Background: an optimization exercise with open tools, aiming at small area. Do not read the settings as production practice.
Only simulation tests tie the RTL to the original design; equivalence was not proved.
No activity file was given, so power comes from the tool's default toggle rates. The clock port is modelled as an ideal driver; clocking choices that lean on that would not hold on a real chip.

File: flow/config.mk
export PLATFORM = sky130hd
export DESIGN_NAME = fb_line_prefetch
export DESIGN_NICKNAME = fb_line_prefetch
export VERILOG_FILES = /design/flow/design.v
export SDC_FILE = /design/flow/constraint.sdc
export NUM_CORES = 4
export LEC_CHECK = 0
export CAP_MARGIN = 20
export CORE_MARGIN = 2
export CORE_UTILIZATION = 40
export SLEW_MARGIN = 20
File: flow/constraint.sdc
create_clock -name core_clock -period 10.0 [get_ports {clk_pixel}]
set_input_delay 2.0000 -clock core_clock [delete_from_list [all_inputs] [get_ports {clk_pixel}]]
set_output_delay 2.0000 -clock core_clock [all_outputs]
set_load 0.01 [all_outputs]
File: flow/design.v
module fb_line_prefetch #(
    parameter int unsigned WIDTH           = 256,
    parameter int unsigned HEIGHT          = 192,
    parameter int unsigned SCREEN_DIV      = 2,
    parameter int unsigned V_ACTIVE        = 384,
    parameter int unsigned DATA_BITS       = 4,
    parameter int unsigned FB_READ_LATENCY = 2,
    parameter int unsigned DIM_BITS        = $clog2(WIDTH)
) (
    input  logic                    clk_pixel,
    input  logic                    rst_n,
    input  logic [11:0]             vga_x,
    input  logic [11:0]             vga_y,
    input  logic                    video_active,
    input  logic                    vga_hsync,
    input  logic                    vga_vsync,
    output logic                    fb_read_en,
    output logic [2*DIM_BITS-1:0]   fb_read_addr,
    input  logic [DATA_BITS-1:0]    fb_read_data,
    output logic [DATA_BITS-1:0]    pix_index,
    output logic                    pix_active,
    output logic                    pix_hsync,
    output logic                    pix_vsync,
    output logic                    fill_busy,
    output logic                    underrun,
    output logic [15:0]             underrun_count
);
    logic                   rd_en_q;
    logic [7:0]             row_q, col_q;
    logic                   v0_q, v1_q;       
    logic                   underrun_q;
    logic [15:0]            ucnt_q;
    logic                   busy_c, trig_c, under_c, wr_c, last_c;
    logic [7:0]             trig_row_c;
    always_comb begin
        trig_c     = 1'b0;
        trig_row_c = '0;
        if (vga_x == 12'd0) begin
            if (vga_y == 12'(V_ACTIVE)) begin
                trig_c = 1'b1;
            end else if (video_active && !vga_y[0] && (vga_y < 12'(2*(HEIGHT-1)))) begin
                trig_c     = 1'b1;
                trig_row_c = vga_y[8:1] + 8'd1;
            end
        end
    end
    assign busy_c  = rd_en_q | v0_q | v1_q;
    assign under_c = trig_c & busy_c;
    assign wr_c    = v1_q & ~under_c;
    assign last_c  = wr_c & ~v0_q;
    always_ff @(posedge clk_pixel or negedge rst_n) begin
        if (!rst_n) begin
            rd_en_q    <= 1'b0;
            row_q      <= '0;
            col_q      <= '0;
            v0_q       <= 1'b0;
            v1_q       <= 1'b0;
            underrun_q <= 1'b0;
            ucnt_q     <= '0;
        end else begin
            if (trig_c) begin
                rd_en_q <= 1'b1;
                row_q   <= trig_row_c;
                col_q   <= '0;
            end else if (rd_en_q) begin
                rd_en_q <= (col_q != 8'd255);
                col_q   <= col_q + 8'd1;
            end
            v0_q <= rd_en_q & ~under_c;
            v1_q <= v0_q & ~under_c;
            if (under_c) begin
                underrun_q <= 1'b1;
                if (ucnt_q != 16'hFFFF) ucnt_q <= ucnt_q + 16'd1;
            end
        end
    end
    logic [255:0][3:0] ring0, ring1;
    logic [7:0]        ph0, ph1;
    logic              wr0_c, wr1_c;
    assign wr0_c = wr_c & ~row_q[0];
    assign wr1_c = wr_c &  row_q[0];
    always_ff @(posedge clk_pixel) begin
        ring0 <= {ring0[254:0], wr0_c ? fb_read_data : ring0[255]};
        ring1 <= {ring1[254:0], wr1_c ? fb_read_data : ring1[255]};
        ph0   <= (last_c & ~row_q[0]) ? 8'd0 : ph0 + 8'd1;
        ph1   <= (last_c &  row_q[0]) ? 8'd0 : ph1 + 8'd1;
    end
    logic       rd_half_c;
    logic [7:0] rd_pos_c;
    logic [3:0] rd_data_q;
    assign rd_half_c = vga_y[1];
    assign rd_pos_c  = (rd_half_c ? ph1 : ph0) + ~vga_x[8:1];
    always_ff @(posedge clk_pixel) begin
        rd_data_q <= rd_half_c ? ring1[rd_pos_c] : ring0[rd_pos_c];
    end
    logic act1_q, hs1_q, vs1_q;
    logic pix_active_q, pix_hsync_q, pix_vsync_q;
    logic [3:0] pix_index_q;
    always_ff @(posedge clk_pixel or negedge rst_n) begin
        if (!rst_n) begin
            act1_q       <= 1'b0;
            hs1_q        <= 1'b0;
            vs1_q        <= 1'b0;
            pix_active_q <= 1'b0;
            pix_hsync_q  <= 1'b0;
            pix_vsync_q  <= 1'b0;
            pix_index_q  <= '0;
        end else begin
            act1_q       <= video_active;
            hs1_q        <= vga_hsync;
            vs1_q        <= vga_vsync;
            pix_active_q <= act1_q;
            pix_hsync_q  <= hs1_q;
            pix_vsync_q  <= vs1_q;
            pix_index_q  <= act1_q ? rd_data_q : '0;
        end
    end
    assign fb_read_en     = rd_en_q;
    assign fb_read_addr   = {row_q, col_q};
    assign fill_busy      = busy_c;
    assign underrun       = underrun_q;
    assign underrun_count = ucnt_q;
    assign pix_index      = pix_index_q;
    assign pix_active     = pix_active_q;
    assign pix_hsync      = pix_hsync_q;
    assign pix_vsync      = pix_vsync_q;
endmodule
File: flow/run.sh
#!/bin/bash
# synth_recipe.tcl (not shown) runs the flow's synth.tcl, then flattens the netlist and writes it again
# the make line also repeats each setting of config.mk as NAME=value (left out here)
make -C /OpenROAD-flow-scripts/flow DESIGN_CONFIG=/design/flow/config.mk WORK_HOME=/design/flow/orfs CLKGATE_MAP_FILE= SYNTH_SCRIPT=/design/flow/synth_recipe.tcl finish
==> results.json, run 1 <==
{
  "start_util_pct": 40.2,
  "grt_use_total_pct": 15.8,
  "hold_path.class": "flop to flop",
  "cp.arrival_ps": 7430,
  "die-area_um2": 156000,
  "slew_headroom_pct": 36.3,
  "power.density_nw_per_um2": 250,
  "fp.dieH_um": 395,
  "clock_skew_ps": 23.0,
  "tritoncts": "done",
  "slew_violations": 0,
  "drcViolationCount": 0,
  "grt_pass1_wl_mm": 192,
  "cts_setup_buffers": 0,
  "fin_ws_ps": 3250,
  "syn-num-nets": 3631,
  "synth-compound-area-share_pct": 2.40,
  "ys.flop_type": "dfxtp_1",
  "place_ws_ps": 2380,
  "pin_count": 75,
  "drt-initial-drc-count": 1753,
  "cp-end-kind": "flop",
  "antenna_found_initial": 3,
  "portBuffers": 74,
  "ant_nets": 0,
  "synth_top_family_by_area": "multiplexers",
  "muxShareOfSynthArea_pct": 22.4,
  "final_common_cell": "dfxtp_1",
  "nFillCells": 12800,
  "worstPathMaxFanout": 92,
  "fin_crit_ps": 6750,
  "max_freq_mhz": 148,
  "outcome": "complete, no violations",
  "grt_overflow": 0,
  "r2r_setup_slack_ps": 4880,
  "vias_per_cell": 5.02,
  "first_pass_iters": 8,
  "synthesis.area_um2": 61100,
  "vias": 29700,
  "cts-htree-levels": 4,
  "yosys_warnings": 1,
  "yosysUniqueCellTypes": 75,
  "gp_congestion": 0.757,
  "netlist_instances": 3584,
  "async_reset_ff_share_pct": 2.18,
  "seq_area_frac_synth_pct": 69.6,
  "wl_per_cell_um": 20.6,
  "worst_pin_slew_ps": 955,
  "drive_gt1_share_pct": 25.2,
  "tns_ps": 0,
  "die_w_um": 395,
  "cts.clk_slew.worst_paths_ps": 60,
  "grt_start_max_net_pins": 103,
  "postCtsHoldBufs": 0,
  "yosysTopAreaCellShare_pct": 67.7,
  "grt_pass1_vias": 31700,
  "p_leak_nw": 26.4,
  "rsz0062_at_grt": "no",
  "start_kind": "primary input",
  "cts-root-buf": "clkbuf_16",
  "core_um2": 152000,
  "routed_wl_mm": 122,
  "area_growth_pct": 15.4,
  "placed_area_um2": 63800,
  "yosys.area_share.simple_pct": 2.75,
  "final_nets": 3762,
  "worstPathRequired_ps": 10680,
  "irDropWorstVdd_v": 0.000192,
  "cts_sinks": 2114,
  "layout_common_cells": "dfxtp_1, mux4_2, clkbuf_16, nand2_1, clkdlybuf4s50_1",
  "fin_area_um2": 70500,
  "hpwl_mm": 72.3,
  "ys_ff_latch": 2114,
  "synth.area.top_cells": "dfxtp_1, mux4_2, dfrtp_1",
  "critPathKind": "primary input to flop",
  "finalCritPeriodShare_pct": 67.5,
  "cts_resized": 0,
  "yosys.area.top_type": "dfxtp_1",
  "synth_xor_area_share_pct": 0.657,
  "hold_viol": 0,
  "avgSynthCellArea_um2": 17.1,
  "fp-row-count": 143,
  "synth_edf_count": 0,
  "cts_buffers": 195,
  "synthAdderAreaFrac_pct": 0.299,
  "setup_viol": 0,
  "clk_latency_ps": 830,
  "cap_violations": 0,
  "cts_buffer_depth": 3
}
per-layer routing:
metal	GRT usage, %	vias to the layer above	wire length, um
met5	0.369	-	88
met4	5.17	4	2850
met3	3.58	198	6000
met2	23.7	557	54500
met1	22.7	15300	58600
li1	-	13600	-
sequential cells by signal (all words and copies together) (netlist names), 4 cells and up:
register     flops
col_q            8
pix_index_q      4
ring1         1024
ring0         1024
rd_data_q        4
ucnt_q          16
row_q            8
ph0              8
ph1              8
power by group:
| part | total (mW) | switching (mW) | internal, mW |
|---|---|---|---|
| Sequential | 8.48 | 0.0296 | 8.45 |
| Clock | 7.59 | 3.18 | 4.40 |
| Combinational | 1.58 | 1.10 | 0.477 |
| Total | 17.6 | 4.31 | 13.3 |
cell families after synthesis:
family | Yosys count
DFF | 2114
muxes | 653
and+or+nand+nor | 358
AOI/OAI and AO/OA | 203
buffers and inverters | 197
xor gates and xnor gates | 45
adders and majority gates | 14
Yosys cell counts (all sizes together) (24+ instances only):
library cell / count
a21oi: 25
clkbuf: 47
dfrtp: 46
xnor2: 28
o21ai: 26
mux2i: 62
nand2: 154
nand3: 36
buf: 138
mux2: 24
mux4: 567
dfxtp: 2068
nand4: 27
nor2: 56
per-stage QoR:
step	instances	utilization, %	power [mW]	hold WS [ps]
3_3_place_gp	5548	42.0	10.3	328
6_report	5910	46.4	17.6	328
3_5_place_dp	5548	42.0	10.3	331
4_1_cts	5909	46.4	17.8	321
2_1_floorplan	3584	-	9.57	326
5_1_grt	5910	46.4	18.3	326
worst max-delay path, cell delays in order:
cell and delay [ps]:
buf_8 520, mux2_2 440, ha_4 170, fa_4 1320, buf_12 490, mux4_2 390, nor2b_1 140, a211oi_1 230
a211oi_1 80, a311oi_1 730, nor4_1 130, a31oi_1 390, nand3_1 130
worst paths after layout:
path                                start             end  cells past startpoint
worst max-delay path             vga_y[1]    rd_data_q[0]                     13
worst min-delay path            ring0[44]       ring0[48]                      0
worst max register to register     ph0[0]    rd_data_q[0]                     12
worst min register to register  ring0[44]       ring0[48]                      0
max in group asynchronous           rst_n  pix_index_q[3]                      2
min in group asynchronous           rst_n        col_q[4]                      2
area by class of cell:
class	count	area, um2	share of cell area, %
tap	2030	2540	3.60
clock buffer	297	5900	8.37
antenna	1	2.50	0.00355
multi-input combinational	1273	17500	24.8
inverter	12	45.0	0.0639
sequential	2114	42600	60.3
timing repair buffer	119	1170	1.66
clock inverter	64	808	1.15
==> inputs of run 2 (changes only) <==
--- a/flow/config.mk
+++ b/flow/config.mk
@@ -9,3 +9,4 @@
 export CORE_MARGIN = 2
 export CORE_UTILIZATION = 40
+export CTS_BUF_LIST = sky130_fd_sc_hd__clkbuf_4
 export SLEW_MARGIN = 20
==> results.json, run 2 <==
{
  "final_nets": 4099,
  "pwr-share-comb_pct": 9.4,
  "tritoncts": "done",
  "worst_pin_slew_ps": 993,
  "core_um2": 152000,
  "cpPeakStageDelay_ps": 1310,
  "cp-startpoint": "vga_y[1]",
  "synth-compound-area-share_pct": 2.40,
  "ys.flop_type": "dfxtp_1",
  "tns_ps": 0,
  "drcViolationCount": 0,
  "grt_pass1_vias": 34700,
  "whs_ps": 278,
  "drive_gt1_share_pct": 32.6,
  "postCtsHoldBufs": 0,
  "yosys_warnings": 1,
  "p_int_mw": 12.5,
  "cts_buffer_depth": 4,
  "clk_latency_ps": 1270,
  "yosysUniqueCellTypes": 75,
  "worst_path_max_delay_cell": "fa_4",
  "routed_wl_mm": 125,
  "vias_per_cell": 4.92,
  "cts_buffers": 532,
  "yosysMostFrequentCell": "dfxtp_1",
  "portBuffers": 74,
  "power.density_nw_per_um2": 241,
  "cts_resized": 0,
  "synth_edf_count": 0,
  "cts-htree-levels": 6,
  "crit_chain": "buf_8 -> mux2_2 -> ha_4 -> fa_4 -> buf_12 -> mux4_2 -> nor2b_1 -> a211oi_1 -> a211oi_1 -> a311oi_1 -> nor4_1 -> a31oi_1 -> nand3_1",
  "synthAdderAreaFrac_pct": 0.299,
  "p_leak_nw": 26.8,
  "reg2reg_from": "ph0[0]",
  "ys_ff_latch": 2114,
  "synthTopCellsByCount": "dfxtp_1, mux4_2, nand2_1",
  "grt_start_max_net_pins": 103,
  "start_util_pct": 40.2,
  "layout_common_cells": "dfxtp_1, clkbuf_4, mux4_2, nand2_1, clkinv_1",
  "ant_nets": 0,
  "muxShareOfSynthArea_pct": 22.4,
  "wl_per_cell_um": 19.5,
  "hold_path_startpoint": "ring1[727]",
  "p_sw_mw": 4.31,
  "worstPathMaxFanout": 92,
  "die_w_um": 395,
  "synth_xor_area_share_pct": 0.657,
  "irDropWorstVdd_v": 0.000143,
  "crit_top_cell": "a211oi_1",
  "area_growth_pct": 14.6,
  "vias": 31500,
  "avgSynthCellArea_um2": 17.1,
  "fp-row-count": 143,
  "die-area_um2": 156000,
  "start_kind": "primary input",
  "syn-num-nets": 3631,
  "hold_viol": 0,
  "critPathKind": "primary input to flop",
  "pin_count": 75,
  "slew_headroom_pct": 33.8,
  "final_common_cell": "dfxtp_1",
  "cp.arrival_ps": 7370,
  "netlist_instances": 3584,
  "cap_violations": 0,
  "first_pass_iters": 5,
  "synthesis.area_um2": 61100,
  "cts.clk_slew.worst_paths_ps": 70,
  "yosysTopAreaCellShare_pct": 67.7,
  "slew_violations": 0,
  "place_ws_ps": 2380,
  "yosys.area_share.simple_pct": 2.75,
  "cts_setup_buffers": 0,
  "clock_skew_ps": 75.6,
  "hpwl_mm": 72.3,
  "max_freq_mhz": 160,
  "synth_top_family_by_area": "multiplexers",
  "swShare_pct": 25.6,
  "seq_area_frac_synth_pct": 69.6,
  "fin_crit_ps": 6270,
  "fin_util_pct": 46.1,
  "hold_path.class": "flop to flop",
  "grt_overflow": 0,
  "pwr-share-seq_pct": 50.3,
  "grt_pass1_wl_mm": 198,
  "yosys.area.top_type": "dfxtp_1",
  "grt_use_total_pct": 16.2,
  "async_reset_ff_share_pct": 2.18,
  "finalCritPeriodShare_pct": 62.7,
  "rsz0062_at_grt": "no",
  "gp_congestion": 0.757,
  "antenna_found_initial": 4,
  "top_regs": "ring0 (1024), ring1 (1024), ucnt_q (16)",
  "p_clk_share_pct": 40.3,
  "synth.area.top_cells": "dfxtp_1, mux4_2, dfrtp_1",
  "fin_ws_ps": 3730,
  "worstPathRequired_ps": 11100,
  "nFillCells": 13200,
  "cts_sinks": 2114,
  "cp-end-kind": "flop",
  "fp.dieH_um": 395,
  "setup_viol": 0,
  "finalPower_mw": 16.9,
  "cts-root-buf": "clkbuf_4",
  "drt-initial-drc-count": 1751,
  "outcome": "complete, no violations"
}
==> run 2: cell counts after synthesis <==
Identical to the previous run, type by type.
==> run 2: power groups by stage <==
stage	registers [mW]	clock network, mW	logic [mW]
after floorplan	8.65	0	0.921
after global placement	8.67	0	1.58
after detailed placement	8.67	0	1.59
after CTS	8.48	7.04	1.59
after global routing	8.47	7.50	1.67
final	8.48	6.80	1.58
==> run 2: final cells by class <==
class,instances,area [um2],area share (%)
clock buffer,735,5520,7.88
timing repair buffer,119,1170,1.67
multi-input combinational,1273,17500,25.0
antenna,10,25.0,0.0357
tap,2030,2540,3.63
clock inverter,106,672,0.960
sequential,2114,42600,60.8
inverter,12,45.0,0.0643
==> run 2: through the flow <==
step           instances  area (um2)
2_1_floorplan       3584       61100
3_3_place_gp        5548       63800
3_5_place_dp        5548       63800
4_1_cts             6389       70000
5_1_grt             6398       70000
6_report            6399       70000
==> run 2: path summary, 6_finish.rpt <==
check / slack, ps / endpoint / cells after the start
worst max-delay path: 3730 / rd_data_q[0] / 13
worst min-delay path: 280 / ring1[731] / 0
worst max register to register: 4900 / rd_data_q[0] / 12
worst min register to register: 280 / ring1[731] / 0
max in group asynchronous: 8660 / ucnt_q[2] / 2
min in group asynchronous: 850 / v1_q / 2
==> run 2: kinds of logic (layout without fill, tap and decap cells) <==
kind of cell	count (synthesis)	in the layout
AO/OA/AOI/OAI	203	203
XOR/XNOR	45	45
adder cells (fa/ha/maj)	14	14
buffers and inverters	197	972
flip-flops	2114	2114
multiplexers	653	653
other	0	10
AND/OR/NAND/NOR	358	358
==> run 2: worst max-delay path, delay by kind of cell <==
kind                     cells  cell delay, ps
adder cells (fa/ha/maj)      2            1480
multiplexers                 2             830
AO/OA/AOI/OAI                4            1400
AND/OR/NAND/NOR              3             400
buffers and inverters        2            1060
==> run 2: routing by layer <==
metal / up-vias / track usage (%) / wire length, um
met3: 239 / 4.65 / 6440
met5: - / 0.369 / 87
li1: 14500 / - / -
met1: 16000 / 22.3 / 59200
met2: 764 / 24.1 / 56500
met4: 4 / 6.54 / 2700
==> inputs of run 3 (changes only) <==
--- a/flow/design.v
+++ b/flow/design.v
@@ -91,6 +91,19 @@
     assign rd_half_c = vga_y[1];
     assign rd_pos_c  = (rd_half_c ? ph1 : ph0) + ~vga_x[8:1];
+    logic [7:0]             lo_sel_c;
+    logic [63:0]            hi_sel_c;
+    logic [63:0][3:0]       grp_c;
+    logic [3:0]             rd_c;
+    always_comb begin
+        for (int j = 0; j < 8; j++) lo_sel_c[j] = (rd_pos_c[2:0] == 3'(j));
+        for (int g = 0; g < 64; g++) hi_sel_c[g] = ({rd_half_c, rd_pos_c[7:3]} == 6'(g));
+    end
+    for (genvar g = 0; g < 32; g++) begin : g_grp
+        fb_line_prefetch_sel8 u_sel0 (.words(ring0[g*8 +: 8]), .sel(lo_sel_c), .y(grp_c[g]));
+        fb_line_prefetch_sel8 u_sel1 (.words(ring1[g*8 +: 8]), .sel(lo_sel_c), .y(grp_c[32 + g]));
+    end
+    fb_line_prefetch_sel64 u_sel64 (.words(grp_c), .sel(hi_sel_c), .y(rd_c));
     always_ff @(posedge clk_pixel) begin
-        rd_data_q <= rd_half_c ? ring1[rd_pos_c] : ring0[rd_pos_c];
+        rd_data_q <= rd_c;
     end
     logic act1_q, hs1_q, vs1_q;
@@ -126,2 +139,42 @@
     assign pix_vsync      = pix_vsync_q;
 endmodule
+module fb_line_prefetch_sel8 (
+    input  logic [7:0][3:0] words,
+    input  logic [7:0]      sel,
+    output logic [3:0]      y
+);
+    logic [3:0] n0, n1, n2;
+    fb_line_prefetch_nsel3 u_a (.words(words[2:0]), .sel(sel[2:0]), .y_n(n0));
+    fb_line_prefetch_nsel3 u_b (.words(words[5:3]), .sel(sel[5:3]), .y_n(n1));
+    fb_line_prefetch_nsel2 u_c (.words(words[7:6]), .sel(sel[7:6]), .y_n(n2));
+    assign y = ~(n0 & n1 & n2);
+endmodule
+module fb_line_prefetch_nsel3 (
+    input  logic [2:0][3:0] words,
+    input  logic [2:0]      sel,
+    output logic [3:0]      y_n
+);
+    assign y_n = ~((words[0] & {4{sel[0]}}) | (words[1] & {4{sel[1]}}) | (words[2] & {4{sel[2]}}));
+endmodule
+module fb_line_prefetch_nsel2 (
+    input  logic [1:0][3:0] words,
+    input  logic [1:0]      sel,
+    output logic [3:0]      y_n
+);
+    assign y_n = ~((words[0] & {4{sel[0]}}) | (words[1] & {4{sel[1]}}));
+endmodule
+module fb_line_prefetch_sel64 (
+    input  logic [63:0][3:0] words,
+    input  logic [63:0]      sel,
+    output logic [3:0]       y
+);
+    logic [20:0][3:0] n;
+    for (genvar i = 0; i < 21; i++) begin : g_n
+        fb_line_prefetch_nsel3 u_n (.words(words[i*3 +: 3]), .sel(sel[i*3 +: 3]), .y_n(n[i]));
+    end
+    always_comb begin
+        y = ~(words[63] & {4{sel[63]}});
+        for (int i = 0; i < 21; i++) y = y & n[i];
+        y = ~y;
+    end
+endmodule
--- a/flow/config.mk
+++ b/flow/config.mk
@@ -9,4 +9,7 @@
 export CORE_MARGIN = 2
 export CORE_UTILIZATION = 40
-export CTS_BUF_LIST = sky130_fd_sc_hd__clkbuf_4
+export CTS_CLUSTER_DIAMETER = 60
+export CTS_CLUSTER_SIZE = 30
 export SLEW_MARGIN = 20
+export SYNTH_HIERARCHICAL = 1
+export SYNTH_MINIMUM_KEEP_SIZE = 0
==> results.json, run 3 <==
{
  "outcome": "complete, no violations",
  "power.density_nw_per_um2": 240,
  "final_common_cell": "dfxtp_1",
  "yosys.area_share.simple_pct": 4.94,
  "cts.clk_slew.worst_paths_ps": 100,
  "cts_resized": 0,
  "critPathKind": "primary input to flop",
  "max_freq_mhz": 129,
  "synth_top_family_by_area": "compound AO/OA/AOI/OAI gates",
  "synthTopCellsByCount": "dfxtp_1, a222oi_1, nand3_1",
  "hpwl_mm": 73.0,
  "cts-htree-levels": 3,
  "yosysTopAreaCellShare_pct": 76.2,
  "first_pass_iters": 10,
  "nFillCells": 11900,
  "drt-initial-drc-count": 5074,
  "fin_crit_ps": 7740,
  "cp.arrival_ps": 8320,
  "avgSynthCellArea_um2": 14.9,
  "drcViolationCount": 0,
  "cp-end-kind": "flop",
  "ant_nets": 0,
  "tritoncts": "done",
  "dp_cells": 5522,
  "yosys.area.top_type": "dfxtp_1",
  "synth.area.top_cells": "dfxtp_1, a222oi_1, a22oi_1",
  "vias_per_cell": 5.77,
  "slew_headroom_pct": 22.9,
  "synthesis.area_um2": 54300,
  "finalCritPeriodShare_pct": 77.4,
  "drive_gt1_share_pct": 7.08,
  "use_met2_pct": 27.6,
  "core_um2": 135000,
  "portBuffers": 74,
  "grt_pass1_wl_mm": 200,
  "layout_common_cells": "dfxtp_1, a222oi_1, nand3_1, a22oi_1, clkbuf_16",
  "rsz0062_at_grt": "no",
  "die_w_um": 373,
  "yosysMostFrequentCell": "dfxtp_1",
  "worstPathRequired_ps": 10570,
  "clock_skew_ps": 28.0,
  "fin_area_um2": 61800,
  "start_util_pct": 40.2,
  "start_kind": "primary input",
  "cts_setup_buffers": 0,
  "wl_per_cell_um": 22.9,
  "grt.busiest_layer": "met2",
  "tns_ps": 0,
  "ys.flop_type": "dfxtp_1",
  "placed_area_um2": 57800,
  "top_regs": "ring0 (1024), ring1 (1024), ucnt_q (16)",
  "hold_viol": 0,
  "fin_cells": 5720,
  "synth-compound-area-share_pct": 15.0,
  "syn-num-nets": 3687,
  "p_leak_nw": 23.0,
  "gr-usage-met3_pct": 3.54,
  "fp.dieH_um": 373,
  "pin_count": 75,
  "seq_area_frac_synth_pct": 78.3,
  "cts_buffer_depth": 3,
  "clk_latency_ps": 750,
  "die-area_um2": 139000,
  "final_nets": 3898,
  "cap_violations": 0,
  "cts-root-buf": "clkbuf_16",
  "hold_path.class": "flop to flop",
  "synth_edf_count": 0,
  "worst_pin_slew_ps": 1150,
  "vias": 33000,
  "synth_xor_area_share_pct": 0.781,
  "setup_viol": 0,
  "cts_sinks": 2114,
  "routed_wl_mm": 131,
  "postCtsHoldBufs": 0,
  "irDropWorstVdd_v": 0.000139,
  "grt_start_max_net_pins": 121,
  "grt_overflow": 0,
  "yosys_warnings": 8,
  "cts_buffers": 109,
  "grt_use_total_pct": 18.3,
  "netlist_instances": 3641,
  "grt_pass1_vias": 32800,
  "async_reset_ff_share_pct": 2.18,
  "gp_congestion": 0.781,
  "slew_violations": 0,
  "grtUsageMet1_pct": 26.6,
  "synthAdderAreaFrac_pct": 0.313,
  "fp-row-count": 135,
  "worstPathMaxFanout": 41,
  "antenna_found_initial": 6,
  "muxShareOfSynthArea_pct": 0.350,
  "ys_ff_latch": 2114,
  "area_growth_pct": 13.7,
  "yosysUniqueCellTypes": 50
}
[run 3: cell count changes in the layout (fill, tap and decap cells not counted), moves of 21 or more]
cell	change
mux4_2	-567
clkbuf_4	-735
clkinv_1	-76
clkbuf_16	+111
a222oi_1	+596
nor3_1	+40
clkinv_8	+21
a22oi_1	+238
mux2i_1	-61
nand3_1	+263
nand2_1	-117
[run 3: path summary, 6_finish.rpt]
check / from / cells past startpoint / endpoint / slack, ps
max: vga_y[1] / 14 / rd_data_q[1] / 2260
min: ring1[190] / 0 / ring1[194] / 320
max reg2reg: ph1[0] / 13 / rd_data_q[1] / 4250
min reg2reg: ring1[190] / 0 / ring1[194] / 320
max in group asynchronous: rst_n / 2 / act1_q / 8170
min in group asynchronous: rst_n / 2 / row_q[6] / 1370
[run 3: metrics by stage]
stage	utilization, %	hold slack [ps]	total power [mW]	setup slack [ps]
3_3_place_gp	42.8	332	9.65	1660
2_1_floorplan	-	330	9.13	242
3_5_place_dp	42.8	335	9.66	1600
5_1_grt	45.7	325	15.3	2170
4_1_cts	45.7	325	14.9	2390
6_report	45.7	320	14.8	2260
[run 3: cells by family after synthesis]
logic type,after synthesis
flip-flops,2114
AO/OA/AOI/OAI,890
AND/OR/NAND/NOR,529
XOR/XNOR,45
buffers and inverters,33
multiplexers,17
adder cells (fa/ha/maj),13
[run 3: cell type report]
cell class,instances,area (um2),area share (%)
Multi-Input combinational cell,1494,11700,19.0
Antenna cell,1,2.50,0.00405
Tap cell,1781,2230,3.61
Clock inverter,84,1180,1.91
Sequential cell,2114,42600,68.9
Timing Repair Buffer,121,1240,2.01
Inverter,12,45.0,0.0729
Clock buffer,113,2810,4.54
[run 3: metal layers]
metal | routed length [um] | vias to the layer above
met3 | 8770 | 209
met4 | 3640 | 6
met1 | 61600 | 16600
met2 | 56800 | 1147
met5 | 38 | -
li1 | - | 15100
[run 3: Yosys stat by module (local to each module, per instance)]
module | copies in the design | flip-flops and latches | cells inside
fb_line_prefetch_sel8 | 64 | 0 | 4
fb_line_prefetch | 1 | 2114 | 2497
fb_line_prefetch_sel64 | 1 | 0 | 36
fb_line_prefetch_nsel3 | 149 | 0 | 4
fb_line_prefetch_nsel2 | 64 | 0 | 4
[run 3: worst max-delay path: stages]
cell	delay, ps
clkdlybuf4s50_1	970
mux2_2	410
ha_1	220
fa_1	440
xor2_1	660
nor2_4	300
buf_4	300
buf_4	310
a222oi_1	400
nand3_1	180
a222oi_1	470
nand4_1	560
nor4_1	910
nand2_1	130
[run 3: where the power goes]
part | leakage, nW | total, mW | internal, mW | switching [mW]
logic | 3.80 | 1.03 | 0.168 | 0.863
registers | 17.3 | 8.45 | 8.43 | 0.0162
clock network | 1.91 | 5.35 | 2.38 | 2.97
total | 23.0 | 14.8 | 11.0 | 3.85
==> inputs of run 4 (changes only) <==
==> flow/flow/run.sh (new file) <==
#!/bin/bash
# Standard ORFS layout with two changes: clock tree sinks are clustered into
# larger groups without dummy loads, and ports are buffered with buf_1.
set -euo pipefail
export CTS_ARGS="-sink_clustering_enable -repair_clock_nets -dont_use_dummy_load -sink_clustering_size 30 -sink_clustering_max_diameter 100"
export BUFFER_PORTS_ARGS="-buffer_cell sky130_fd_sc_hd__buf_1"
bash standard.sh > standard.log 2>&1
==> flow/standard.sh (new file) <==
#!/bin/bash
# synth_recipe.tcl (not shown) runs the flow's synth.tcl, then flattens the netlist and writes it again
# the make line also repeats each setting of config.mk as NAME=value (left out here)
make -C /OpenROAD-flow-scripts/flow DESIGN_CONFIG=/design/flow/config.mk WORK_HOME=/design/flow/orfs CLKGATE_MAP_FILE= SYNTH_SCRIPT=/design/flow/synth_recipe.tcl "${@:-finish}"
--- a/flow/config.mk
+++ b/flow/config.mk
@@ -9,6 +9,4 @@
 export CORE_MARGIN = 2
 export CORE_UTILIZATION = 40
-export CTS_CLUSTER_DIAMETER = 60
-export CTS_CLUSTER_SIZE = 30
 export SLEW_MARGIN = 20
 export SYNTH_HIERARCHICAL = 1
removed: flow/run.sh
==> results.json, run 4 <==
{
  "synth.area.top_cells": "dfxtp_1, a222oi_1, a22oi_1",
  "clk_latency_ps": 710,
  "top_regs": "ring0 (1024), ring1 (1024), ucnt_q (16)",
  "cts.clk_slew.worst_paths_ps": 110,
  "setup_viol": 0,
  "grt_start_max_net_pins": 120,
  "place_ws_ps": 2170,
  "p_leak_nw": 21.9,
  "ant_nets": 0,
  "core_um2": 135000,
  "whs_ps": 287,
  "fin_util_pct": 44.0,
  "hold_path.class": "flop to flop",
  "synth_top_family_by_area": "compound AO/OA/AOI/OAI gates",
  "final_nets": 3872,
  "worst_pin_slew_ps": 1240,
  "tns_ps": 0,
  "irDropWorstVdd_v": 0.000135,
  "tritoncts": "done",
  "fp.dieH_um": 373,
  "fin_ws_ps": 2570,
  "clock_skew_ps": 72.3,
  "layout_common_cells": "dfxtp_1, a222oi_1, nand3_1, a22oi_1, clkbuf_16",
  "area_growth_pct": 9.36,
  "cts_sinks": 2114,
  "cts_buffer_depth": 3,
  "die_w_um": 373,
  "drcViolationCount": 0,
  "fin_crit_ps": 7430,
  "synthAdderAreaFrac_pct": 0.313,
  "worstPathMaxFanout": 19,
  "hold_viol": 0,
  "cp.arrival_ps": 7980,
  "ys.flop_type": "dfxtp_1",
  "portBuffers": 74,
  "max_freq_mhz": 135,
  "fin_area_um2": 59400,
  "yosysTopAreaCellShare_pct": 76.2,
  "yosysMostFrequentCell": "dfxtp_1",
  "synthTopCellsByCount": "dfxtp_1, a222oi_1, nand3_1",
  "vias_per_cell": 5.81,
  "critPathKind": "primary input to flop",
  "cap_violations": 0,
  "avgSynthCellArea_um2": 14.9,
  "grt_use_total_pct": 18.1,
  "outcome": "complete, no violations",
  "fp-row-count": 135,
  "first_pass_iters": 10,
  "cts_resized": 0,
  "yosys.area.top_type": "dfxtp_1",
  "drive_gt1_share_pct": 4.31,
  "start_util_pct": 40.2,
  "die-area_um2": 139000,
  "seq_area_frac_synth_pct": 78.3,
  "cp-startpoint": "vga_y[1]",
  "slew_violations": 0,
  "muxShareOfSynthArea_pct": 0.350,
  "slew_headroom_pct": 16.5,
  "synth_edf_count": 0,
  "synth-compound-area-share_pct": 15.0,
  "synthesis.area_um2": 54300,
  "synth_xor_area_share_pct": 0.781,
  "pin_count": 75,
  "gp_congestion": 0.785,
  "nFillCells": 12200,
  "start_kind": "primary input",
  "antenna_found_initial": 5,
  "routed_wl_mm": 129,
  "yosys_warnings": 8,
  "power.density_nw_per_um2": 224,
  "hpwl_mm": 72.3,
  "cts-root-buf": "clkbuf_16",
  "syn-num-nets": 3687,
  "cts-htree-levels": 3,
  "drt-initial-drc-count": 5144,
  "cp-end-kind": "flop",
  "grt_pass1_vias": 32200,
  "finalCritPeriodShare_pct": 74.3,
  "async_reset_ff_share_pct": 2.18,
  "netlist_instances": 3641,
  "reg2reg_from": "ph1[0]",
  "final_common_cell": "dfxtp_1",
  "yosys.area_share.simple_pct": 4.94,
  "grt_pass1_wl_mm": 197,
  "placed_area_um2": 57400,
  "wl_per_cell_um": 23.0,
  "hold_path_startpoint": "ring1[971]",
  "rsz0062_at_grt": "no",
  "grt_overflow": 0,
  "ys_ff_latch": 2114,
  "cts_setup_buffers": 0,
  "worstPathRequired_ps": 10550,
  "cts_buffers": 82,
  "vias": 32600,
  "postCtsHoldBufs": 0,
  "yosysUniqueCellTypes": 50
}
[run 4: critical path: stages]
cell and delay, ps:
buf_1 70, buf_4 240, mux2_2 360, ha_1 220, fa_1 440, a211o_1 360, a2111oi_0 510, nor3_1 230
nand2_1 740, nor3_1 350, a222oi_1 660, nand4_1 490, nor4_1 1150, nand2_1 120
[run 4: layout make-up]
class	count	area, um2	area share, %
antenna	1	2.50	0.00421
inverter	12	45.0	0.0758
clock buffer	82	2050	3.45
timing repair buffer	122	831	1.40
sequential	2114	42600	71.6
tap	1781	2230	3.75
multi-input combinational	1494	11700	19.7
[run 4: through the flow]
stage | total power, mW | std cells
final | 13.3 | 5606
after floorplan | 9.13 | 3641
after global placement | 9.64 | 5522
after global routing | 13.7 | 5605
after CTS | 13.4 | 5604
after detailed placement | 9.65 | 5522
[run 4: power breakdown]
group          switching (mW)  internal [mW]
logic                   0.859          0.161
clock network            2.37           1.48
registers              0.0148           8.43
total                    3.24           10.1
[run 4: logic make-up (layout without fill, tap and decap cells)]
group,after synthesis,count (layout)
and+or+nand+nor,529,529
other,0,1
DFF,2114,2114
buffers and inverters,33,216
AOI/OAI and AO/OA,890,890
xor gates and xnor gates,45,45
adders and majority gates,13,13
muxes,17,17
[run 4: metal layers]
metal | wire (um) | GRT usage [%] | share of wire [%] | vias to the layer above
met2 | 56200 | 27.5 | 43 | 1072
li1 | - | - | - | 14900
met5 | 50 | 0 | 0.039 | -
met1 | 60300 | 26.3 | 47 | 16400
met3 | 9330 | 3.49 | 7.2 | 178
met4 | 3370 | 4.94 | 2.6 | 8
[run 4: worst paths after layout]
path	cells past startpoint	end	slack, ps
setup / recovery	14	rd_data_q[0]	2570
hold / removal	0	ring1[975]	290
setup reg to reg	12	rd_data_q[0]	3920
hold reg to reg	0	ring1[975]	290
max in group asynchronous	2	ucnt_q[11]	8140
min in group asynchronous	2	pix_active_q	1400
[run 4: modules after synthesis (local to each module, per instance)]
module / area, um2 / flip-flops and latches / times used
fb_line_prefetch: 45000 / 2114 / 1
fb_line_prefetch_sel64: 205 / 0 / 1
fb_line_prefetch_nsel3: 40.0 / 0 / 149
fb_line_prefetch_nsel2: 30.0 / 0 / 64
fb_line_prefetch_sel8: 20.0 / 0 / 64
==> inputs of run 5 (changes only) <==
==> flow/flow/run.sh (replaced) <==
#!/bin/bash
# Standard ORFS layout with two changes: clock tree sinks are clustered into
# groups of up to 20 under clkbuf_8 leaf buffers, without dummy loads, and
# ports are buffered with buf_1.
set -euo pipefail
export CTS_ARGS="-sink_clustering_enable -repair_clock_nets -dont_use_dummy_load -sink_clustering_size 20 -sink_clustering_max_diameter 60 -buf_list sky130_fd_sc_hd__clkbuf_8"
export BUFFER_PORTS_ARGS="-buffer_cell sky130_fd_sc_hd__buf_1"
bash standard.sh > standard.log 2>&1
--- a/flow/config.mk
+++ b/flow/config.mk
@@ -8,5 +8,6 @@
 export CAP_MARGIN = 20
 export CORE_MARGIN = 2
-export CORE_UTILIZATION = 40
+export CORE_UTILIZATION = 70
+export PLACE_DENSITY = 0.8
 export SLEW_MARGIN = 20
 export SYNTH_HIERARCHICAL = 1
==> results.json, run 5 <==
{
  "worstPathRequired_ps": 10610,
  "synth_edf_count": 0,
  "hold_path_startpoint": "ring1[977]",
  "nFillCells": 4890,
  "cts_buffer_depth": 3,
  "cts_sinks": 2114,
  "gp_congestion": 0.815,
  "netlist_instances": 3641,
  "cts-htree-levels": 3,
  "yosys_warnings": 8,
  "outcome": "complete, no violations",
  "irDropWorstVdd_v": 0.000152,
  "wl_per_cell_um": 24.9,
  "vias": 33400,
  "hold_viol": 0,
  "grt_pass1_vias": 32900,
  "fp.dieH_um": 283,
  "hold_path.class": "flop to flop",
  "seq_area_frac_synth_pct": 78.3,
  "core_um2": 77100,
  "cts-root-buf": "clkbuf_8",
  "yosys.area_share.simple_pct": 4.94,
  "reg2reg_from": "ph1[0]",
  "async_reset_ff_share_pct": 2.18,
  "critPathKind": "primary input to flop",
  "die-area_um2": 79900,
  "drt-initial-drc-count": 5527,
  "worst_pin_slew_ps": 1160,
  "synth.area.top_cells": "dfxtp_1, a222oi_1, a22oi_1",
  "start_kind": "primary input",
  "fin_crit_ps": 7660,
  "setup_viol": 0,
  "slew_violations": 0,
  "hold_depth": 0,
  "synth-compound-area-share_pct": 15.0,
  "grt_overflow": 0,
  "r2r_setup_slack_ps": 4020,
  "cp-end-kind": "flop",
  "finalCritPeriodShare_pct": 76.6,
  "synth_xor_area_share_pct": 0.781,
  "clk_latency_ps": 770,
  "yosysTopAreaCellShare_pct": 76.2,
  "hpwl_mm": 69.9,
  "slew_headroom_pct": 21.8,
  "vias_per_cell": 6.84,
  "p_leak_nw": 21.7,
  "rsz0062_at_grt": "no",
  "layout_common_cells": "dfxtp_1, a222oi_1, nand3_1, a22oi_1, clkbuf_8",
  "grt_start_max_net_pins": 132,
  "cp.arrival_ps": 8280,
  "whs_endpoint": "ring1[981]",
  "synth_top_family_by_area": "compound AO/OA/AOI/OAI gates",
  "final_nets": 3897,
  "yosys.area.top_type": "dfxtp_1",
  "grt_use_total_pct": 29.8,
  "synthTopCellsByCount": "dfxtp_1, a222oi_1, nand3_1",
  "yosysUniqueCellTypes": 50,
  "ys.flop_type": "dfxtp_1",
  "synthAdderAreaFrac_pct": 0.313,
  "pin_count": 75,
  "portBuffers": 74,
  "r2r-end": "rd_data_q[0]",
  "ant_nets": 0,
  "start_util_pct": 70.5,
  "tritoncts": "done",
  "fin_cells": 4891,
  "area_growth_pct": 6.53,
  "cts.clk_slew.worst_paths_ps": 110,
  "fp-row-count": 102,
  "die_w_um": 283,
  "cap_violations": 0,
  "worst-r2r-cell-count": 13,
  "crit_top_cell": "a222oi_1",
  "top_regs": "ring0 (1024), ring1 (1024), ucnt_q (16)",
  "worst_path_max_delay_cell": "nor4_1",
  "crit_chain": "buf_1 -> mux2_2 -> ha_1 -> fa_1 -> xor2_1 -> nor2_4 -> buf_12 -> buf_4 -> a222oi_1 -> nand3_1 -> a222oi_1 -> nand4_1 -> nor4_1 -> nand2_1",
  "postCtsHoldBufs": 0,
  "yosysMostFrequentCell": "dfxtp_1",
  "routed_wl_mm": 122,
  "antenna_found_initial": 6,
  "grt_pass1_wl_mm": 187,
  "dp_cells": 4772,
  "muxShareOfSynthArea_pct": 0.350,
  "clock_skew_ps": 64.3,
  "max_freq_mhz": 131,
  "first_pass_iters": 11,
  "synthesis.area_um2": 54300,
  "power.density_nw_per_um2": 220,
  "ys_ff_latch": 2114,
  "cts_resized": 0,
  "tns_ps": 0,
  "regArea_um2": 42600,
  "cts_buffers": 117,
  "syn-num-nets": 3687,
  "cpPeakStageDelay_ps": 960,
  "avgSynthCellArea_um2": 14.9,
  "final_common_cell": "dfxtp_1",
  "drive_gt1_share_pct": 4.96,
  "worstPathMaxFanout": 131,
  "cts_setup_buffers": 0,
  "drcViolationCount": 0,
  "multiInputGateArea_um2": 11700
}
## run 5: cell count changes in the layout (fill, tap and decap cells not counted), sizes merged
cell	previous run	this run
buf	121	111
clkbuf	83	118
diode	1	2
## run 5: stage by stage
| stage | util [%] | total power, mW | instance area [um2] | setup WS [ps] | hold slack [ps] |
|---|---|---|---|---|---|
| 2_1_floorplan | - | 9.13 | 54400 | 242 | 330 |
| 3_3_place_gp | 73.0 | 9.55 | 56300 | 1830 | 331 |
| 3_5_place_dp | 73.0 | 9.56 | 56300 | 1700 | 334 |
| 4_1_cts | 75.1 | 12.8 | 57900 | 2540 | 289 |
| 5_1_grt | 75.1 | 13.1 | 57900 | 2140 | 312 |
| 6_report | 75.1 | 12.7 | 57900 | 2340 | 308 |
## run 5: worst max-delay path: cells and delay by family
family | cells | cell delay, ps
AND/OR/NAND/NOR | 5 | 1910
multiplexers | 1 | 420
adder cells (fa/ha/maj) | 2 | 660
AO/OA/AOI/OAI | 2 | 910
XOR/XNOR | 1 | 680
buffers and inverters | 3 | 1500
## run 5: modules after synthesis, one instance, submodules excluded
module,flip-flops and latches,cell area (um2),times used,cells
fb_line_prefetch_sel64,0,205,1,36
fb_line_prefetch_sel8,0,20.0,64,4
fb_line_prefetch,2114,45000,1,2497
fb_line_prefetch_nsel3,0,40.0,149,4
fb_line_prefetch_nsel2,0,30.0,64,4
## run 5: how the worst max path moves through the flow
stage                  start            to
global route        vga_y[1]  rd_data_q[0]
global placement    vga_y[1]  rd_data_q[0]
CTS                 vga_y[1]  rd_data_q[0]
floorplan           vga_y[1]  rd_data_q[0]
detailed placement  vga_y[1]  rd_data_q[0]
finish              vga_y[1]  rd_data_q[0]
## run 5: kinds of logic after synthesis
| kind of cell | count (synthesis) |
|---|---|
| AOI/OAI and AO/OA | 890 |
| xor gates and xnor gates | 45 |
| adders and majority gates | 13 |
| buffers and inverters | 33 |
| DFF | 2114 |
| muxes | 17 |
| and+or+nand+nor | 529 |
## run 5: area by class of cell
class / instances / share of cell area, %
flip-flops and latches: 2114 / 73.5
inverters: 12 / 0.0778
repair buffers: 112 / 1.13
well taps: 1040 / 2.25
clock buffers: 117 / 2.78
multi-input cells: 1494 / 20.2
diodes: 2 / 0.00865
## run 5: power by group
group	switching, mW	internal (mW)
logic	0.816	0.138
clock network	2.30	1.05
registers	0.0146	8.43
## run 5: layer usage
layer | track usage [%] | routed length (um) | up-vias
met2 | 47.2 | 55900 | 1547
met1 | 41.2 | 51700 | 16800
met3 | 5.73 | 10300 | 224
li1 | - | - | 14900
met5 | 0 | 39 | -
met4 | 10.6 | 3950 | 6
==> inputs of run 6 (changes only) <==
--- a/flow/design.v
+++ b/flow/design.v
@@ -91,17 +91,23 @@
     assign rd_half_c = vga_y[1];
     assign rd_pos_c  = (rd_half_c ? ph1 : ph0) + ~vga_x[8:1];
-    logic [7:0]             lo_sel_c;
-    logic [63:0]            hi_sel_c;
-    logic [63:0][3:0]       grp_c;
+    logic [7:0]             lo_sel_c, mid_sel_c, hi_sel_c;
+    logic [63:0][3:0]       l1_c;
+    logic [7:0][3:0]        l2_c;
     logic [3:0]             rd_c;
     always_comb begin
-        for (int j = 0; j < 8; j++) lo_sel_c[j] = (rd_pos_c[2:0] == 3'(j));
-        for (int g = 0; g < 64; g++) hi_sel_c[g] = ({rd_half_c, rd_pos_c[7:3]} == 6'(g));
+        for (int j = 0; j < 8; j++) begin
+            lo_sel_c[j]  = (rd_pos_c[2:0] == 3'(j));
+            mid_sel_c[j] = (rd_pos_c[5:3] == 3'(j));
+            hi_sel_c[j]  = ({rd_half_c, rd_pos_c[7:6]} == 3'(j));
+        end
     end
-    for (genvar g = 0; g < 32; g++) begin : g_grp
-        fb_line_prefetch_sel8 u_sel0 (.words(ring0[g*8 +: 8]), .sel(lo_sel_c), .y(grp_c[g]));
-        fb_line_prefetch_sel8 u_sel1 (.words(ring1[g*8 +: 8]), .sel(lo_sel_c), .y(grp_c[32 + g]));
+    for (genvar g = 0; g < 32; g++) begin : g_l1
+        fb_line_prefetch_sel8 u_l1a (.words(ring0[g*8 +: 8]), .sel(lo_sel_c), .y(l1_c[g]));
+        fb_line_prefetch_sel8 u_l1b (.words(ring1[g*8 +: 8]), .sel(lo_sel_c), .y(l1_c[32 + g]));
     end
-    fb_line_prefetch_sel64 u_sel64 (.words(grp_c), .sel(hi_sel_c), .y(rd_c));
+    for (genvar g = 0; g < 8; g++) begin : g_l2
+        fb_line_prefetch_sel8 u_l2 (.words(l1_c[g*8 +: 8]), .sel(mid_sel_c), .y(l2_c[g]));
+    end
+    fb_line_prefetch_sel8 u_l3 (.words(l2_c), .sel(hi_sel_c), .y(rd_c));
     always_ff @(posedge clk_pixel) begin
         rd_data_q <= rd_c;
@@ -164,17 +170,2 @@
     assign y_n = ~((words[0] & {4{sel[0]}}) | (words[1] & {4{sel[1]}}));
 endmodule
-module fb_line_prefetch_sel64 (
-    input  logic [63:0][3:0] words,
-    input  logic [63:0]      sel,
-    output logic [3:0]       y
-);
-    logic [20:0][3:0] n;
-    for (genvar i = 0; i < 21; i++) begin : g_n
-        fb_line_prefetch_nsel3 u_n (.words(words[i*3 +: 3]), .sel(sel[i*3 +: 3]), .y_n(n[i]));
-    end
-    always_comb begin
-        y = ~(words[63] & {4{sel[63]}});
-        for (int i = 0; i < 21; i++) y = y & n[i];
-        y = ~y;
-    end
-endmodule
--- a/flow/config.mk
+++ b/flow/config.mk
@@ -8,6 +8,6 @@
 export CAP_MARGIN = 20
 export CORE_MARGIN = 2
-export CORE_UTILIZATION = 70
-export PLACE_DENSITY = 0.8
+export CORE_UTILIZATION = 80
+export PLACE_DENSITY = 0.88
 export SLEW_MARGIN = 20
 export SYNTH_HIERARCHICAL = 1
==> results.json, run 6 <==
{
  "cp-end-kind": "flop",
  "crit_family": "compound AO/OA/AOI/OAI gates",
  "tritoncts": "done",
  "final_nets": 3834,
  "worstPathRequired_ps": 10660,
  "pin_count": 75,
  "nFillCells": 3055,
  "crit_chain": "buf_1 -> buf_4 -> mux2_2 -> ha_1 -> fa_1 -> xnor2_1 -> nor2_4 -> buf_12 -> buf_4 -> a222oi_1 -> nand3_1 -> a222oi_1 -> nand3_1 -> a222oi_1 -> nand3_1",
  "routed_wl_mm": 133,
  "fin_crit_ps": 6570,
  "postCtsHoldBufs": 0,
  "ys.flop_type": "dfxtp_1",
  "cpPeakStageDelay_ps": 740,
  "synth.area.top_cells": "dfxtp_1, a222oi_1, a22oi_1",
  "clk_latency_ps": 790,
  "core_um2": 67000,
  "syn-num-nets": 3614,
  "clock_skew_ps": 66.8,
  "hold_path.class": "flop to flop",
  "fin_ws_ps": 3430,
  "start_util_pct": 80.6,
  "die-area_um2": 69600,
  "cts-root-buf": "clkbuf_8",
  "gr-usage-met3_pct": 7.98,
  "area_growth_pct": 6.44,
  "use_met2_pct": 59.1,
  "grt_pass1_wl_mm": 205,
  "slew_headroom_pct": 13.0,
  "yosys_warnings": 7,
  "top_regs": "ring0 (1024), ring1 (1024), ucnt_q (16)",
  "gp_congestion": 0.862,
  "grt_use_total_pct": 37.3,
  "cap_violations": 0,
  "grt.busiest_layer": "met2",
  "synth_edf_count": 0,
  "cp_num_buf_inv": 4,
  "slew_violations": 0,
  "cp-startpoint": "vga_y[1]",
  "power.density_nw_per_um2": 227,
  "first_pass_iters": 12,
  "async_reset_ff_share_pct": 2.18,
  "drt-initial-drc-count": 6632,
  "ys_ff_latch": 2114,
  "ant_nets": 0,
  "wl_per_cell_um": 28.6,
  "place_ws_ps": 2740,
  "cts_sinks": 2114,
  "rsz0062_at_grt": "no",
  "reg2reg_from": "ph0[0]",
  "drive_gt1_share_pct": 5.36,
  "yosysUniqueCellTypes": 53,
  "finalCritPeriodShare_pct": 65.7,
  "setup_viol": 0,
  "outcome": "complete, no violations",
  "portBuffers": 74,
  "fp.dieH_um": 264,
  "final_common_cell": "dfxtp_1",
  "tns_ps": 0,
  "vias_per_cell": 7.43,
  "hold_path_startpoint": "ring0[170]",
  "grt_start_max_net_pins": 163,
  "avgSynthCellArea_um2": 15.1,
  "hpwl_mm": 72.3,
  "synthTopCellsByCount": "dfxtp_1, a222oi_1, nand3_1",
  "antenna_found_initial": 4,
  "yosysMostFrequentCell": "dfxtp_1",
  "seq_area_frac_synth_pct": 78.7,
  "grt_overflow": 0,
  "irDropWorstVdd_v": 0.000224,
  "worst_pin_slew_ps": 1300,
  "yosysTopAreaCellShare_pct": 76.6,
  "p_leak_nw": 21.6,
  "start_kind": "primary input",
  "critPathKind": "primary input to flop",
  "drcViolationCount": 0,
  "grt_pass1_vias": 36100,
  "cts_buffer_depth": 3,
  "grtUsageMet1_pct": 50.1,
  "cts_setup_buffers": 0,
  "fp-row-count": 95,
  "netlist_instances": 3568,
  "yosys.area.top_type": "dfxtp_1",
  "layout_common_cells": "dfxtp_1, a222oi_1, nand3_1, a22oi_1, clkbuf_8",
  "cts-htree-levels": 3,
  "max_freq_mhz": 152,
  "worst_path_max_delay_cell": "xnor2_1",
  "synthesis.area_um2": 54000,
  "cts.clk_slew.worst_paths_ps": 120,
  "hold_viol": 0,
  "vias": 34600,
  "worstPathMaxFanout": 136,
  "cp.arrival_ps": 7230,
  "cts_buffers": 116,
  "die_w_um": 264,
  "cts_resized": 0
}
==> run 6: layout make-up <==
| cell class | count | area [um2] | area share [%] |
|---|---|---|---|
| inverter | 10 | 37.5 | 0.0653 |
| clock buffer | 116 | 1600 | 2.78 |
| timing repair buffer | 111 | 692 | 1.20 |
| sequential | 2114 | 42600 | 74.0 |
| tap | 873 | 1090 | 1.90 |
| multi-input combinational | 1435 | 11500 | 20.1 |
| antenna | 2 | 5.00 | 0.00870 |
==> run 6: report_power, final <==
group          leakage [nW]  switching, mW  total [mW]  internal [mW]
clock network         0.834           2.33        3.37           1.04
logic                  3.52           1.11        1.26          0.154
registers              17.3         0.0169        8.45           8.43
==> run 6: cells by family (layout without fill, tap and decap cells) <==
| kind of cell | count (synthesis) | in the layout | synth area share [%] |
|---|---|---|---|
| other | 0 | 2 | 0 |
| xor gates and xnor gates | 49 | 49 | 0.794 |
| DFF | 2114 | 2114 | 78.7 |
| and+or+nand+nor | 453 | 453 | 4.26 |
| adders and majority gates | 13 | 13 | 0.315 |
| muxes | 21 | 21 | 0.509 |
| buffers and inverters | 19 | 237 | 0.153 |
| AOI/OAI and AO/OA | 899 | 899 | 15.2 |
==> run 6: modules after synthesis (local to each module, per instance) <==
module,cell area [um2],copies in the design,cells
fb_line_prefetch,44500,1,2400
fb_line_prefetch_sel8,20.0,73,4
fb_line_prefetch_nsel3,40.0,146,4
fb_line_prefetch_nsel2,30.0,73,4
==> run 6: path summary, 6_finish.rpt <==
check                            endpoint  slack, ps  cells past startpoint
setup reg to reg             rd_data_q[3]       4760                     13
setup / recovery             rd_data_q[3]       3430                     15
min in group asynchronous  pix_index_q[2]       1310                      2
max in group asynchronous       ucnt_q[9]       8210                      2
hold reg to reg                ring0[174]        300                      0
hold / removal                 ring0[174]        300                      0
==> run 6: metal layers <==
layer,vias up,wire length (um)
met5,-,14
met1,17300,51600
met4,2,5260
met2,2378,62100
met3,361,14200
li1,14600,-
==> run 6: per-stage QoR <==
step | cell area (um2) | power [mW] | utilization [%] | hold WS (ps) | instances
final | 57500 | 13.1 | 85.8 | 305 | 4661
after global routing | 57500 | 13.3 | 85.8 | 320 | 4660
after CTS | 57500 | 13.0 | 85.8 | 315 | 4658
after detailed placement | 55900 | 9.82 | 83.4 | 335 | 4542
after global placement | 55900 | 9.82 | 83.4 | 332 | 4541
after floorplan | 54100 | 9.13 | - | 330 | 3568
==> inputs of run 7 (changes only) <==
--- a/flow/config.mk
+++ b/flow/config.mk
@@ -8,6 +8,6 @@
 export CAP_MARGIN = 20
 export CORE_MARGIN = 2
-export CORE_UTILIZATION = 80
-export PLACE_DENSITY = 0.88
+export CORE_UTILIZATION = 70
+export PLACE_DENSITY = 0.8
 export SLEW_MARGIN = 20
 export SYNTH_HIERARCHICAL = 1
==> results.json, run 7 <==
{
  "cts_buffer_depth": 3,
  "yosys_warnings": 7,
  "grt_pass1_wl_mm": 194,
  "worstPathMaxFanout": 80,
  "vias": 33300,
  "final_common_cell": "dfxtp_1",
  "cts-root-buf": "clkbuf_8",
  "gp_congestion": 0.817,
  "cap_violations": 0,
  "async_reset_ff_share_pct": 2.18,
  "slew_violations": 0,
  "layout_common_cells": "dfxtp_1, a222oi_1, nand3_1, a22oi_1, clkbuf_8",
  "core_um2": 76200,
  "worstPathRequired_ps": 10680,
  "drcViolationCount": 0,
  "yosys.area_share.simple_pct": 4.26,
  "hold_viol": 0,
  "synthAdderAreaFrac_pct": 0.315,
  "muxShareOfSynthArea_pct": 0.509,
  "finalPower_mw": 13.1,
  "ys_ff_latch": 2114,
  "outcome": "complete, no violations",
  "yosysUniqueCellTypes": 53,
  "antenna_found_initial": 1,
  "fin_crit_ps": 6490,
  "max_freq_mhz": 154,
  "synth_xor_area_share_pct": 0.794,
  "wl_per_cell_um": 25.9,
  "cts.clk_slew.worst_paths_ps": 110,
  "tns_ps": 0,
  "drt-initial-drc-count": 5676,
  "top_regs": "ring0 (1024), ring1 (1024), ucnt_q (16)",
  "synth.area.top_cells": "dfxtp_1, a222oi_1, a22oi_1",
  "postCtsHoldBufs": 0,
  "hold_path.class": "flop to flop",
  "die-area_um2": 79400,
  "cts-htree-levels": 3,
  "cts_resized": 0,
  "synthesis.area_um2": 54000,
  "yosys.area.top_type": "dfxtp_1",
  "cts_setup_buffers": 0,
  "netlist_instances": 3568,
  "grt_overflow": 0,
  "cp-end-kind": "flop",
  "cpPeakStageDelay_ps": 650,
  "grt_use_total_pct": 30.8,
  "rsz0062_at_grt": "no",
  "ant_nets": 0,
  "start_util_pct": 70.9,
  "die_w_um": 282,
  "area_growth_pct": 6.88,
  "fin_cells": 4822,
  "seq_area_frac_synth_pct": 78.7,
  "start_kind": "primary input",
  "cts_buffers": 120,
  "final_nets": 3838,
  "dp_cells": 4700,
  "avgSynthCellArea_um2": 15.1,
  "synth-compound-area-share_pct": 15.2,
  "grt_pass1_vias": 34400,
  "first_pass_iters": 13,
  "cp.arrival_ps": 7170,
  "power.density_nw_per_um2": 226,
  "ys.flop_type": "dfxtp_1",
  "hpwl_mm": 68.3,
  "yosysTopAreaCellShare_pct": 76.6,
  "drive_gt1_share_pct": 5.51,
  "critPathKind": "primary input to flop",
  "crit_chain": "buf_1 -> buf_4 -> mux2_2 -> ha_1 -> fa_1 -> xor2_1 -> nor2_4 -> buf_4 -> buf_4 -> a222oi_1 -> nand3_1 -> a222oi_1 -> nand3_1 -> a222oi_1 -> nand3_1",
  "cts_sinks": 2114,
  "synth_edf_count": 0,
  "synthTopCellsByCount": "dfxtp_1, a222oi_1, nand3_1",
  "worst_path_max_delay_cell": "xor2_1",
  "portBuffers": 74,
  "finalCritPeriodShare_pct": 64.9,
  "pin_count": 75,
  "irDropWorstVdd_v": 0.000181,
  "routed_wl_mm": 125,
  "slew_headroom_pct": 28.4,
  "yosysMostFrequentCell": "dfxtp_1",
  "vias_per_cell": 6.90,
  "fp-row-count": 101,
  "grt_start_max_net_pins": 166,
  "p_leak_nw": 21.7,
  "syn-num-nets": 3614,
  "fp.dieH_um": 282,
  "setup_viol": 0,
  "worst_pin_slew_ps": 1070,
  "clk_latency_ps": 800,
  "tritoncts": "done",
  "clock_skew_ps": 73.8,
  "synth_top_family_by_area": "compound AO/OA/AOI/OAI gates"
}
[run 7: cell count changes in the layout (fill, tap and decap cells not counted)]
cell	change
buf_12	-3
buf_2	-1
nor3_1	-2
buf_6	+2
nor3_2	+2
buf_4	+2
clkbuf_8	+4
[run 7: stage by stage]
step                area (um2)  hold WS, ps  util, %  worst slack (ps)
CTS                      57700          288     75.8              3670
detailed placement       56100          334     73.6              2880
global placement         56100          332     73.6              3030
global route             57800          279     75.8              3440
floorplan                54100          330        -               223
finish                   57800          276     75.8              3510
[run 7: where the power goes]
group          switching, mW  internal (mW)  total (mW)
registers             0.0177           8.43        8.45
logic                   1.08          0.152        1.23
clock network           2.32           1.08        3.39
[run 7: final timing paths]
check	startpoint	slack, ps	depth (start not counted)	to
max	vga_y[1]	3510	15	rd_data_q[0]
min	ring1[425]	280	0	ring1[429]
max reg2reg	ph0[0]	4790	13	rd_data_q[0]
min reg2reg	ring1[425]	280	0	ring1[429]
max in group asynchronous	rst_n	8150	2	ucnt_q[5]
min in group asynchronous	rst_n	1330	2	ucnt_q[6]
[run 7: final cells by class]
class,count,area (um2)
fill,4544,18400
clock buffer,120,1650
tap,1030,1290
sequential,2114,42600
inverter,10,37.5
multi-input combinational,1435,11600
antenna,2,5.00
timing repair buffer,111,664
[run 7: layer usage]
| layer | wire, um | share of wire (%) | GRT usage, % | vias to the layer above |
|---|---|---|---|---|
| met5 | 0 | 0 | 0 | - |
| met4 | 4130 | 3.3 | 11.4 | 0 |
| met3 | 10900 | 8.7 | 5.13 | 277 |
| met2 | 57600 | 46 | 48.6 | 1700 |
| met1 | 52300 | 42 | 43.2 | 16700 |
| li1 | - | - | - | 14600 |
[run 7: per-module statistics from Yosys, one instance, submodules excluded]
module | cells | cell area, um2
fb_line_prefetch | 2400 | 44500
fb_line_prefetch_nsel2 | 4 | 30.0
fb_line_prefetch_nsel3 | 4 | 40.0
fb_line_prefetch_sel8 | 4 | 20.0
[run 7: kinds of logic (layout without fill, tap and decap cells)]
logic type,Yosys count,count (layout)
compound gates,899,899
other cells,0,2
mux,21,21
buf+inv,19,241
simple gates,453,453
xor+xnor,49,49
flops,2114,2114
fa+ha+maj,13,13
[run 7: worst max-delay path: cells and delay by family]
kind                     cells  cell delay (ps)
adder cells (fa/ha/maj)      2              640
AND/OR/NAND/NOR              4              720
XOR/XNOR                     1              650
buffers and inverters        4             1200
AO/OA/AOI/OAI                3             1450
multiplexers                 1              380

re-timing with driven ports:
No port has a modelled driver above. Below, the same layouts with a new extraction and two added sets of constraints. Step 1 assumes that a clkbuf_16 drives the clock port and a buf_2 every other input. Step 2 adds t to the input delays and takes it off the output delays; t is the mean of the earliest and latest rising clock arrival at the registers after step 1. Input paths then give back, and output paths get back, about the clock's delay inside the block. Three values: no drivers, after step 1, after step 2; two values: the first two.
run | t (ns) | slack for setup (ns) | worst hold slack (ns) | latest minus earliest clock arrival (ns) | worst slew at a driven data input, ns
run 1 | 0.891 | 3.250 / 3.259 / 2.368 | 0.328 / 0.328 / 0.328 | 0.030 / 0.030 | 0.08
run 2 | 1.292 | 3.734 / 3.737 / 2.445 | 0.278 / 0.278 / 0.278 | 0.091 / 0.092 | 0.09
run 3 | 0.799 | 2.257 / 2.301 / 1.502 | 0.320 / 0.320 / 0.320 | 0.040 / 0.039 | 0.05
run 4 | 0.750 | 2.573 / 2.620 / 1.870 | 0.287 / 0.287 / 0.287 | 0.074 / 0.073 | 0.07
run 5 | 0.806 | 2.339 / 2.378 / 1.572 | 0.308 / 0.308 / 0.308 | 0.083 / 0.082 | 0.13
run 6 | 0.824 | 3.431 / 3.461 / 2.638 | 0.305 / 0.305 / 0.305 | 0.068 / 0.069 | 0.06
run 7 | 0.813 | 3.506 / 3.531 / 2.718 | 0.276 / 0.276 / 0.276 | 0.098 / 0.098 | 0.05
After both steps setup and hold are still met in every run listed. For run 2, which loses most, drivers alone change the setup slack by +0.003 ns; drivers and shift together by -1.289 ns.
